This is an optimization exercise on Yosys and OpenROAD, whose aim is a short achievable clock period and few clock cycles, not a production implementation.
Function was checked by simulation only, so behaviour that the tests miss may differ from the original.
No activity file was given, so power comes from the tool's default toggle rates.

File: flow/run.sh
#!/bin/bash
# synth_recipe.tcl (not shown) runs the flow's synth.tcl, then flattens the netlist and writes it again
# the make line also repeats each setting of config.mk as NAME=value (left out here)
make -C /OpenROAD-flow-scripts/flow DESIGN_CONFIG=/design/flow/config.mk WORK_HOME=/design/flow/orfs CLKGATE_MAP_FILE= SYNTH_SCRIPT=/design/flow/synth_recipe.tcl finish
File: flow/config.mk
export PLATFORM = sky130hd
export DESIGN_NAME = mips_core
export DESIGN_NICKNAME = mips_core
export VERILOG_FILES = /design/flow/design.v
export SDC_FILE = /design/flow/constraint.sdc
export NUM_CORES = 4
export LEC_CHECK = 0
export CAP_MARGIN = 20
export CORE_MARGIN = 2
export CORE_UTILIZATION = 40
export SETUP_SLACK_MARGIN = 0.3
export SLEW_MARGIN = 20
File: flow/constraint.sdc
create_clock -name core_clock -period 11.0 [get_ports {clk}]
set_input_delay 2.2000 -clock core_clock [delete_from_list [all_inputs] [get_ports {clk}]]
set_output_delay 2.2000 -clock core_clock [all_outputs]
set_load 0.01 [all_outputs]
File: flow/design.v
package mips_pkg;
    localparam int data_width     = 32;
    localparam int reg_addr_width = 5;
    localparam int ctrl_width = 13;
    localparam logic [5:0] op_rtype = 6'b000000;
    localparam logic [5:0] op_lw    = 6'b100011;
    localparam logic [5:0] op_sw    = 6'b101011;
    localparam logic [5:0] op_beq   = 6'b000100;
    localparam logic [5:0] op_bne   = 6'b000101;
    localparam logic [5:0] op_addi  = 6'b001000;
    localparam logic [5:0] op_addiu = 6'b001001;
    localparam logic [5:0] op_andi  = 6'b001100;
    localparam logic [5:0] op_ori   = 6'b001101;
    localparam logic [5:0] op_xori  = 6'b001110;
    localparam logic [5:0] op_slti  = 6'b001010;
    localparam logic [5:0] op_lui   = 6'b001111;
    localparam logic [5:0] op_j     = 6'b000010;
    localparam logic [5:0] op_jal   = 6'b000011;
    localparam logic [5:0] funct_add = 6'b100000;
    localparam logic [5:0] funct_sub = 6'b100010;
    localparam logic [5:0] funct_and = 6'b100100;
    localparam logic [5:0] funct_or  = 6'b100101;
    localparam logic [5:0] funct_slt = 6'b101010;
    localparam logic [5:0] funct_jr  = 6'b001000;
    localparam logic [3:0] aluop_add   = 4'd0;
    localparam logic [3:0] aluop_sub   = 4'd1;
    localparam logic [3:0] aluop_and   = 4'd2;
    localparam logic [3:0] aluop_or    = 4'd3;
    localparam logic [3:0] aluop_xor   = 4'd4;
    localparam logic [3:0] aluop_slt   = 4'd5;
    localparam logic [3:0] aluop_lui   = 4'd6;
    localparam logic [3:0] aluop_funct = 4'd7;  
    localparam logic [3:0] alu_add = 4'd0;
    localparam logic [3:0] alu_sub = 4'd1;
    localparam logic [3:0] alu_and = 4'd2;
    localparam logic [3:0] alu_or  = 4'd3;
    localparam logic [3:0] alu_xor = 4'd4;
    localparam logic [3:0] alu_slt = 4'd5;
    localparam logic [3:0] alu_lui = 4'd6;
endpackage
`timescale 1ns/1ps
module alu (
    input  logic [mips_pkg::data_width-1:0] a,
    input  logic [mips_pkg::data_width-1:0] b,
    input  logic [3:0]                      alu_control,
    output logic [mips_pkg::data_width-1:0] result,
    output logic                            zero
);
    logic less;  
    assign less = $signed(a) < $signed(b);
    always_comb begin
        case (alu_control)
            mips_pkg::alu_add:
                result = a + b;
            mips_pkg::alu_sub:
                result = a - b;
            mips_pkg::alu_and:
                result = a & b;
            mips_pkg::alu_or:
                result = a | b;
            mips_pkg::alu_xor:
                result = a ^ b;
            mips_pkg::alu_slt:
                result = {{(mips_pkg::data_width-1){1'b0}}, less};
            mips_pkg::alu_lui:
                result = b << 16;  
            default:
                result = '0;
        endcase
    end
    assign zero = (result == '0);
endmodule
`timescale 1ns/1ps
module alu_decoder (
    input  logic [3:0] aluop,
    input  logic [5:0] funct,
    output logic [3:0] alu_control
);
    logic [3:0] funct_control;
    always_comb begin
        case (funct)
            mips_pkg::funct_add: funct_control = mips_pkg::alu_add;
            mips_pkg::funct_sub: funct_control = mips_pkg::alu_sub;
            mips_pkg::funct_and: funct_control = mips_pkg::alu_and;
            mips_pkg::funct_or:  funct_control = mips_pkg::alu_or;
            mips_pkg::funct_slt: funct_control = mips_pkg::alu_slt;
            default:             funct_control = mips_pkg::alu_add;
        endcase
    end
    always_comb begin
        case (aluop)
            mips_pkg::aluop_add:   alu_control = mips_pkg::alu_add;
            mips_pkg::aluop_sub:   alu_control = mips_pkg::alu_sub;
            mips_pkg::aluop_and:   alu_control = mips_pkg::alu_and;
            mips_pkg::aluop_or:    alu_control = mips_pkg::alu_or;
            mips_pkg::aluop_xor:   alu_control = mips_pkg::alu_xor;
            mips_pkg::aluop_slt:   alu_control = mips_pkg::alu_slt;
            mips_pkg::aluop_lui:   alu_control = mips_pkg::alu_lui;
            mips_pkg::aluop_funct: alu_control = funct_control;
            default:               alu_control = mips_pkg::alu_add;
        endcase
    end
endmodule
`timescale 1ns/1ps
module main_decoder (
    input  logic [5:0] op,
    input  logic [5:0] funct,
    output logic       regwrite,
    output logic       regdst,
    output logic       alusrc,
    output logic       branch,
    output logic       ne,
    output logic       memwrite,
    output logic       memtoreg,
    output logic       jump,
    output logic       jr,
    output logic       link,
    output logic [3:0] aluop
);
    logic [mips_pkg::ctrl_width-1:0] controls;
    assign jr = (op == mips_pkg::op_rtype) && (funct == mips_pkg::funct_jr);
    assign {regwrite, regdst, alusrc, branch, ne, memwrite,
            memtoreg, jump, link, aluop} = controls;
    always_comb begin
        if (jr) begin
            controls = '0;  
        end else begin
            case (op)
                mips_pkg::op_rtype:
                    controls = {9'b110000000, mips_pkg::aluop_funct};
                mips_pkg::op_lw:
                    controls = {9'b101000100, mips_pkg::aluop_add};
                mips_pkg::op_sw:
                    controls = {9'b001001000, mips_pkg::aluop_add};
                mips_pkg::op_beq:
                    controls = {9'b000100000, mips_pkg::aluop_sub};
                mips_pkg::op_bne:
                    controls = {9'b000110000, mips_pkg::aluop_sub};
                mips_pkg::op_addi, mips_pkg::op_addiu:
                    controls = {9'b101000000, mips_pkg::aluop_add};
                mips_pkg::op_andi:
                    controls = {9'b101000000, mips_pkg::aluop_and};
                mips_pkg::op_ori:
                    controls = {9'b101000000, mips_pkg::aluop_or};
                mips_pkg::op_xori:
                    controls = {9'b101000000, mips_pkg::aluop_xor};
                mips_pkg::op_slti:
                    controls = {9'b101000000, mips_pkg::aluop_slt};
                mips_pkg::op_lui:
                    controls = {9'b101000000, mips_pkg::aluop_lui};
                mips_pkg::op_j:
                    controls = {9'b000000010, mips_pkg::aluop_add};
                mips_pkg::op_jal:
                    controls = {9'b100000011, mips_pkg::aluop_add};  
                default:
                    controls = '0;  
            endcase
        end
    end
endmodule
`timescale 1ns/1ps
module register_file (
    input  logic                                clk,
    input  logic                                rst,
    input  logic [mips_pkg::reg_addr_width-1:0] ra1,
    input  logic [mips_pkg::reg_addr_width-1:0] ra2,
    input  logic [mips_pkg::reg_addr_width-1:0] wa,
    input  logic [mips_pkg::data_width-1:0]     wd,
    input  logic                                we,
    output logic [mips_pkg::data_width-1:0]     rd1,
    output logic [mips_pkg::data_width-1:0]     rd2
);
    logic [mips_pkg::data_width-1:0] regs [2**mips_pkg::reg_addr_width];
    always_ff @(posedge clk) begin
        if (rst) begin
            for (int i = 0; i < 2**mips_pkg::reg_addr_width; i++) begin
                regs[i] <= '0;
            end
        end else if (we && (wa != '0)) begin  
            regs[wa] <= wd;
        end
    end
    assign rd1 = (ra1 == '0) ? '0 : regs[ra1];
    assign rd2 = (ra2 == '0) ? '0 : regs[ra2];
endmodule
`timescale 1ns/1ps
module datapath (
    input  logic                            clk,
    input  logic                            rst,
    input  logic                            regwrite,
    input  logic                            regdst,
    input  logic                            alusrc,
    input  logic                            branch,
    input  logic                            ne,
    input  logic                            memtoreg,
    input  logic                            jump,
    input  logic                            jr,
    input  logic                            link,
    input  logic [3:0]                      alu_control,
    input  logic [mips_pkg::data_width-1:0] instr,
    input  logic [mips_pkg::data_width-1:0] data_rdata,
    output logic [mips_pkg::data_width-1:0] instr_addr,
    output logic [mips_pkg::data_width-1:0] data_addr,
    output logic [mips_pkg::data_width-1:0] data_wdata
);
    logic [mips_pkg::data_width-1:0]     pc, pc_plus4, pc_branch, pc_jump, pc_next;
    logic [mips_pkg::data_width-1:0]     imm_ext, srcb, alu_result, rd1, rd2, wd;
    logic [mips_pkg::reg_addr_width-1:0] wa;
    logic                                zero, zero_ext, take_branch;
    always_ff @(posedge clk) begin
        if (rst) begin
            pc <= '0;
        end else begin
            pc <= pc_next;
        end
    end
    assign pc_plus4 = pc + 32'd4;
    assign zero_ext = (instr[31:26] == mips_pkg::op_andi) ||
                      (instr[31:26] == mips_pkg::op_ori) ||
                      (instr[31:26] == mips_pkg::op_xori);
    assign imm_ext = zero_ext ? {16'b0, instr[15:0]} : {{16{instr[15]}}, instr[15:0]};
    assign pc_branch   = pc_plus4 + {imm_ext[29:0], 2'b00};
    assign pc_jump     = {pc_plus4[31:28], instr[25:0], 2'b00};
    assign take_branch = branch & (zero ^ ne);  
    always_comb begin
        if (jr) begin
            pc_next = rd1;
        end else if (jump) begin
            pc_next = pc_jump;
        end else if (take_branch) begin
            pc_next = pc_branch;
        end else begin
            pc_next = pc_plus4;
        end
    end
    always_comb begin
        if (link) begin
            wa = 5'd31;  
        end else if (regdst) begin
            wa = instr[15:11];
        end else begin
            wa = instr[20:16];
        end
    end
    assign wd   = link ? pc_plus4 : (memtoreg ? data_rdata : alu_result);
    assign srcb = alusrc ? imm_ext : rd2;
    register_file i_register_file (
        .clk (clk),
        .rst (rst),
        .ra1 (instr[25:21]),
        .ra2 (instr[20:16]),
        .wa  (wa),
        .wd  (wd),
        .we  (regwrite),
        .rd1 (rd1),
        .rd2 (rd2)
    );
    alu i_alu (
        .a           (rd1),
        .b           (srcb),
        .alu_control (alu_control),
        .result      (alu_result),
        .zero        (zero)
    );
    assign instr_addr = pc;
    assign data_addr  = alu_result;
    assign data_wdata = rd2;
endmodule
`timescale 1ns/1ps
module mips_core (
    input  logic                            clk,
    input  logic                            rst,
    input  logic [mips_pkg::data_width-1:0] instr,
    input  logic [mips_pkg::data_width-1:0] data_rdata,
    output logic [mips_pkg::data_width-1:0] instr_addr,
    output logic [mips_pkg::data_width-1:0] data_addr,
    output logic [mips_pkg::data_width-1:0] data_wdata,
    output logic                            data_we
);
    logic       regwrite, regdst, alusrc, branch, ne;
    logic       memtoreg, jump, jr, link;
    logic [3:0] aluop, alu_control;
    main_decoder i_main_decoder (
        .op       (instr[31:26]),
        .funct    (instr[5:0]),
        .regwrite (regwrite),
        .regdst   (regdst),
        .alusrc   (alusrc),
        .branch   (branch),
        .ne       (ne),
        .memwrite (data_we),  
        .memtoreg (memtoreg),
        .jump     (jump),
        .jr       (jr),
        .link     (link),
        .aluop    (aluop)
    );
    alu_decoder i_alu_decoder (
        .aluop       (aluop),
        .funct       (instr[5:0]),
        .alu_control (alu_control)
    );
    datapath i_datapath (
        .clk         (clk),
        .rst         (rst),
        .regwrite    (regwrite),
        .regdst      (regdst),
        .alusrc      (alusrc),
        .branch      (branch),
        .ne          (ne),
        .memtoreg    (memtoreg),
        .jump        (jump),
        .jr          (jr),
        .link        (link),
        .alu_control (alu_control),
        .instr       (instr),
        .data_rdata  (data_rdata),
        .instr_addr  (instr_addr),
        .data_addr   (data_addr),
        .data_wdata  (data_wdata)
    );
endmodule
==> run summary <==
## critical path, cell delays in order
cell and delay [ns]:
buf_8 0.44, buf_4 0.36, mux4_2 0.24, mux4_2 0.22, mux2i_1 0.15, nor2_1 0.43, inv_1 0.14, fa_1 0.44
o21ba_2 0.25, a2111o_1 0.48, a2111o_1 0.49, a2111oi_1 0.48, or3b_2 0.26, o21ai_0 0.13, a21oi_1 0.28, o21ai_0 0.11
a211o_1 0.32, and2_1 0.23, clkdlybuf4s50_1 0.51
## stage by stage
step	power, mW	setup slack [ns]
finish	11.8	0.493
global placement	7.87	0.294
detailed placement	7.88	0.334
CTS	11.7	0.309
global route	12.1	0.299
floorplan	6.46	0.315
## cell usage in the layout, fill, tap and decap left out, drive strengths merged, types with 12 or more instances in the layout
cell type and n:
xor2 22, inv 128, bufinv 14, a21oi 143
clkbuf 133, mux4 576, clkdlybuf4s50 150, o21ai 149
o211ai 26, mux2i 134, or3 18, a21o 27
nand2 227, o221ai 15, buf 351, conb 32
o31ai 17, a211o 15, a22oi 59, a211oi 31
o21a 14, nor4 16, or2 34, nand4 33
nor2 1232, o22ai 16, nor2b 30, mux2 12
and2 21, nand3 59, ha 122, nor3 43
xnor2 40, edfxtp 1024, and3 25, nand2b 25
a31oi 22, clkinv 54, dfxtp 32
## registers in the layout, indices dropped and copies added (netlist names)
name and flops:
i_datapath.pc 32, i_datapath.i_register_file.regs 1024
## final timing paths
kind / start / endpoint / slack, ns / cells after the start
hold reg to reg: i_datapath.pc[1] / i_datapath.pc[1] / 0.58 / 2
setup reg to reg: i_datapath.i_register_file.regs[26][1] / i_datapath.pc[3] / 3.01 / 23
hold / removal: i_datapath.pc[1] / i_datapath.pc[1] / 0.58 / 2
setup / recovery: instr[22] / data_addr[30] / 0.49 / 19
## power groups by stage
| stage | registers [mW] | logic (mW) | clock network, mW |
|---|---|---|---|
| global placement | 4.71 | 3.17 | 0 |
| global route | 4.65 | 3.39 | 4.08 |
| CTS | 4.63 | 3.17 | 3.93 |
| floorplan | 4.69 | 1.77 | 0 |
| detailed placement | 4.72 | 3.16 | 0 |
| finish | 4.63 | 3.27 | 3.92 |
## area by class of cell
type | instances | area, um^2 | area share (%)
repair buffers | 503 | 4510 | 6.25
inverters | 125 | 482 | 0.668
clock inverters | 75 | 815 | 1.13
flip-flops and latches | 1056 | 31400 | 43.5
multi-input cells | 3422 | 29500 | 40.9
diodes | 2 | 5.00 | 0.00694
clock buffers | 133 | 2900 | 4.02
well taps | 2058 | 2570 | 3.57
## cell families after synthesis
group | count (synthesis) | share of synthesized area (%)
AOI/OAI and AO/OA | 676 | 7.36
xor gates and xnor gates | 62 | 0.869
adders and majority gates | 125 | 2.54
buffers and inverters | 577 | 3.60
DFF | 1056 | 50.3
muxes | 722 | 23.1
other | 1 | 0.00600
and+or+nand+nor | 1805 | 12.2
## per-layer routing
metal / track usage, % / routed length, um / vias to the layer above / part of all wire (%)
met4: 17.9 / 17100 / 10 / 6.4
met1: 43.0 / 94500 / 24700 / 36
met5: 0.212 / 94 / - / 0.035
li1: - / - / 19400 / -
met3: 7.97 / 34000 / 798 / 13
met2: 51.2 / 120000 / 3741 / 45
## what timing repair did
action                                  4_1_cts  5_1_grt
endpoints found under the setup margin        0        5
hold buffers                                  0        0
gates resized for setup                       0       17
==> flow_summary_export.csv <==
group,metric,value,unit
global_routing,track_usage,33.1,%
clock_tree,clk_pin_slew,0.06,ns
die,start_util,40.1,%
yosys,synth_edf_count,1024,
status,status,"no timing/DRC/antenna violations",
yosys,netlist_instances,5024,
timing,setup_tns,0,ns
power,power_density,164,nW/um^2
worst_hold_path,min_path_type,"reg2reg",
timing,fin_crit,10.51,ns
power,p_seq_share,39.2,%
yosys,yosys-top-cells-area,"edfxtp_1, mux4_2, nor2_1, ha_1, mux2i_1",
power,cellLeakagePower,26.1,nW
power,p_comb_share,27.6,%
power,p_int,7.90,mW
cells_and_area,nFillCells,13900,
power,clockPowerShare,33.2,%
yosys,yosys-top-cells-count,"nor2_1, edfxtp_1, mux4_2, clkbuf_1, nand2_1",
die,core,156000,um^2
routing,drc,0,
yosys,synthArstFlopShare,0,%
timing,fin_hold_ws,0.584,ns
die,num_rows,145,
timing,max_slew_margin,20.3,%
yosys,ys.flop_type,"edfxtp_1",
timing,worst_slew_pin_slew,1.19,ns
yosys,avgSynthCellArea,12.4,um^2
yosys,synth.most_common_cell,"nor2_1",
clock_tree,numCtsBuffers,112,
global_routing,grt_pass1_vias,47300,
timing,period_share,95.5,%
clock_tree,clock-root-buffer,"clkbuf_16",
yosys,synth_top_area_share,49.2,%
setup_path,crit_type,"in2out",
place,placed_cell_area,68400,um^2
yosys,seq_area_frac_synth,50.3,%
routing,vias_per_cell,6.61,
place,place.gp.congestion,0.998,
routing,drt_iter0_drc,7899,
die,die_w,399,um
clock_tree,clockBufferDepth,3,
clock_tree,cts_tree,"yes",
routing,drt-wirelength-per-cell,36.0,um
place,numPortBuffers,162,
cells_and_area,area_delta_synth_final,15.5,%
global_routing,antenna_found_initial,11,
cells_and_area,final_core_util,46.4,%
global_routing,grt_pass1_wl,368,mm
global_routing,grt_overflow,0,
timing,rsz0062_at_grt,"no",
timing,setup_viol_count_final,0,
cells_and_area,stdcell_count,7374,
die,dieHeight,399,um
setup_path,required,8.80,ns
setup_path,cp_max_fo,52,
timing,drv_slew,0,
cells_and_area,drive_gt1_share,24.1,%
yosys,ys_types,100,
power,netSwitchingFraction,33.2,%
global_routing,grt_max_degree,83,
cells_and_area,final_cell_area,72200,um^2
routing,wl,266,mm
setup_path,endpoint_kind,"output port",
yosys,yosys_warnings,5,
flow_run,maxCapViolCount,0,
die,ios,163,
die,fp.dieArea,159000,um^2
clock_tree,cts.htree.levels,3,
routing,ant_nets,0,
routing,via_count,48700,
timing,fmax,0.0952,GHz
power,switchingPower,3.92,mW
timing,fin_worst_skew,0.0415,ns
yosys,ys_ff_latch,1056,
routing,dr.pass1.iters,6,
setup_path,worst_ep_arrival_time,8.31,ns
yosys,synth_top_cell_by_area,"edfxtp_1",
timing,hold_violations,0,
setup_path,crit_path_start_kind,"input port",
place,dp_cells,7164,
clock_tree,post_cts_buffers,0,
yosys,syn-cell-area,62500,um^2
clock_tree,clock_sinks,1056,
place,dpl.hpwl,170,mm
cells_and_area,final_nets,5411,
power,ir_drop,0.000147,V
clock_tree,clock_latency,0.76,ns
Testbench counts, summed over its fixed seeds: cycles 21,988.

==> re-timing with driven ports <==
The flow's constraints put no driver on any port. The routed layout listed below was extracted and timed again, unchanged, in two steps. Step 1 (the two cells are an assumption about what drives the block):
set clk [get_ports {clk}]
set_driving_cell -lib_cell sky130_fd_sc_hd__clkbuf_16 $clk
set_driving_cell -lib_cell sky130_fd_sc_hd__buf_2 [delete_from_list [all_inputs] $clk]
Step 2 adds t to the input delays and takes it off the output delays; t is the mean of the earliest and latest rising clock arrival at the registers after step 1. Input paths then give back, and output paths get back, about the clock's delay inside the block. Three values: ideal, step 1, step 2; two values: the first two.
t (ns): 0.827
setup WS [ns]: 0.493 / 0.381 / 0.381
worst hold slack (ns): 0.584 / 0.584 / 0.584
slew at the worst register clock pin (ns): 0.07 / 0.07
After both steps setup and hold are still met in this run. The setup slack of this run moves by -0.112 ns with the drivers and by -0.112 ns with both steps.
